From an optimization exercise on the open Yosys and OpenROAD flow, aimed at small area, a short achievable clock period and few clock cycles per item; shortcuts taken in it are not production practice.
At most, simulation tests tie the RTL to the original design; equivalence was not proved.
No activity file was given, so power comes from the tool's default toggle rates.

## preemptive_priority_scheduler
module preemptive_priority_scheduler (
   input  logic                        clock,
   input  logic                        reset,
   input  logic                        req_valid,
   output logic                        req_ready,
   input  logic                        req_opcode,
   input  logic [pps_pkg::SLOTF_W-1:0] req_slot,
   input  logic [pps_pkg::TIME_W-1:0]  req_arrival_time,
   input  logic [pps_pkg::TIME_W-1:0]  req_burst_time,
   input  logic [pps_pkg::PRIO_W-1:0]  req_priority,
   output logic                        rsp_valid,
   input  logic                        rsp_ready,
   output logic                        rsp_ran,
   output logic [pps_pkg::SLOTF_W-1:0] rsp_ran_slot,
   output logic                        rsp_new_slice,
   output logic [pps_pkg::TIME_W-1:0]  rsp_slice_time,
   output logic                        rsp_finished,
   output logic [pps_pkg::TIME_W-1:0]  rsp_completion_time,
   output logic [pps_pkg::TIME_W-1:0]  rsp_turnaround,
   output logic [pps_pkg::TIME_W-1:0]  rsp_waiting,
   output logic [pps_pkg::SUM_W-1:0]   rsp_waiting_sum,
   output logic [pps_pkg::SUM_W-1:0]   rsp_turnaround_sum,
   output logic                        rsp_all_done,
   input  logic                        csr_wr_en,
   input  logic [pps_pkg::FCNT_W-1:0]  csr_wr_data
);
clock: 6.0 ns
lec_check: 0
cap_margin: 20
core_margin: 2
core_utilization: 40
cts_cluster_diameter: 80
cts_cluster_size: 22
setup_slack_margin: 3.0
slew_margin: 20
standard.sh (not shown) runs the stock make flow with config.mk's settings and CLKGATE_MAP_FILE= SYNTH_SCRIPT=/design/flow/synth_recipe.tcl, a recipe that flattens the netlist after the stock synthesis.
==> flow/flow/run.sh <==
#!/bin/bash
# Own layout flow: the standard flow (standard synthesis unchanged), with plain
# buf_4 cells as the input and output port buffers instead of the default choice.
# make's full output goes to flow_make.log in the work folder; ORFS keeps each step's
# log under orfs/logs/.
set -euo pipefail
bash standard.sh "BUFFER_PORTS_ARGS=-buffer_cell sky130_fd_sc_hd__buf_4" finish > flow_make.log 2>&1
The first run completed with no timing, DRC or antenna violations.
Edit:
--- a/flow/design.v
+++ b/flow/design.v
@@ -148,19 +148,18 @@
    logic          v2_q;
    logic          r2_ran_q;
    logic [SW-1:0] r2_slot_q;
    logic          r2_newsl_q;
    logic          r2_fin_q;
    logic [TW-1:0] r2_now_q;
    logic          r2_nsat_q;
    logic [TW-1:0] r2_tat_q;
    logic [TW-1:0] r2_wt_q;
-   logic          r2_wneg_q;
    logic          r2_done_q;
    logic          v3_q;
    logic          o_ran_q;
    logic [SW-1:0] o_slot_q;
    logic          o_newsl_q;
    logic [TW-1:0] o_slice_q;
    logic          o_fin_q;
    logic [TW-1:0] o_comp_q;
    logic [TW-1:0] o_tat_q;
@@ -321,29 +320,26 @@
    always_ff @(posedge clock) begin
       if (adv) begin
          r2_ran_q   <= r1_ran_q;
          r2_slot_q  <= r1_slot_q;
          r2_newsl_q <= r1_newsl_q;
          r2_fin_q   <= v1_q && r1_fin_q;
          r2_now_q   <= now_q;
          r2_nsat_q  <= r1_nsat_q;
          r2_tat_q   <= r1_fin_q ? tat_d[TW-1:0] : '0;
-         r2_wt_q    <= r1_fin_q ? wt_d[TW-1:0] : '0;
-         r2_wneg_q  <= wt_d[AW-1];
+         r2_wt_q    <= (r1_fin_q && !wt_d[AW-1]) ? wt_d[TW-1:0] : '0;
          r2_done_q  <= (fin_cnt_q == task_q);
       end
    end
    logic [AW-1:0] tsum_d;
    logic [AW-1:0] wsum_d;
-   logic [TW-1:0] wt3;
-   assign wt3    = r2_wneg_q ? '0 : r2_wt_q;
    assign tsum_d = pps_pkg::add(AW'(o_tsum_q), AW'(r2_tat_q), 1'b0);
-   assign wsum_d = pps_pkg::add(AW'(o_wsum_q), AW'(wt3), 1'b0);
+   assign wsum_d = pps_pkg::add(AW'(o_wsum_q), AW'(r2_wt_q), 1'b0);
    always_ff @(posedge clock) begin
       if (reset) begin
          v3_q     <= 1'b0;
          o_wsum_q <= '0;
          o_tsum_q <= '0;
       end else if (adv) begin
          v3_q <= v2_q;
          if (v2_q && r2_fin_q) begin
             o_tsum_q <= tsum_d[UW] ? '1 : tsum_d[UW-1:0];
@@ -356,19 +352,19 @@
          o_ran_q   <= r2_ran_q;
          o_slot_q  <= r2_slot_q;
          o_newsl_q <= r2_newsl_q;
          o_slice_q <= r2_ran_q ? (r2_nsat_q ? TW'(pps_pkg::add(AW'(r2_now_q), '1, 1'b0))
                                             : r2_now_q)
                                : '0;
          o_fin_q   <= r2_fin_q;
          o_comp_q  <= r2_fin_q ? r2_now_q : '0;
          o_tat_q   <= r2_tat_q;
-         o_wt_q    <= wt3;
+         o_wt_q    <= r2_wt_q;
          o_done_q  <= r2_done_q;
       end
    end
    assign rsp_valid           = v3_q;
    assign rsp_ran             = o_ran_q;
    assign rsp_ran_slot        = o_slot_q;
    assign rsp_new_slice       = o_newsl_q;
    assign rsp_slice_time      = o_slice_q;
    assign rsp_finished        = o_fin_q;
What happened: The changed run finished clean; first-iteration DRC count decreases by 0.46%; via count increases by 0.84%; utilization decreases by 0.22 points; sequential cell count decreases by 1; clock power decreases by about 3%; count of clock-buffer cells in the layout decreases by 13; sequential power barely changes; design area decreases by 0.47%; non-clock buffer count increases by 17; power decreases by 1.2%; fmax increases by 4.8%; die area is about the same.
Testbench counts after the change, summed over its fixed seeds: cycles 16,096, items 16,072.
Only the layout flow was run in the first run of this note; the RTL was not checked for function there.

-- port drivers added, routing unchanged --
In the flow no input, the clock included, has a driving cell. The finished layouts below were timed again as built, in two steps.
Step 1 sets driving cells, clkbuf_16 on the clock port and buf_2 on the other inputs (assumed; they add their load-dependent delay and slew).
Step 2, shift: input delay + t, output delay - t, t = (earliest + latest rising clock arrival at the registers) / 2. This alone moves slack from input paths to output paths.
a / b / c = ideal / step 1 / step 2; a / b = the first two.
| run | t (ns) | setup WS [ns] | worst setup path at the end | worst data-port slew with drivers (ns) | pins driven straight from the clock port |
|---|---|---|---|---|---|
| the first run | 0.803 | 2.722 / 2.693 / 2.040 | input to register | 0.21 | 1 |
| the second run | 0.788 | 2.873 / 2.873 / 2.091 | input to register | 0.15 | 1 |
After both steps setup and hold are still met in every run listed. The setup slack of the second run, which loses most, moves by 0.000 ns with the drivers and by -0.782 ns with both steps.
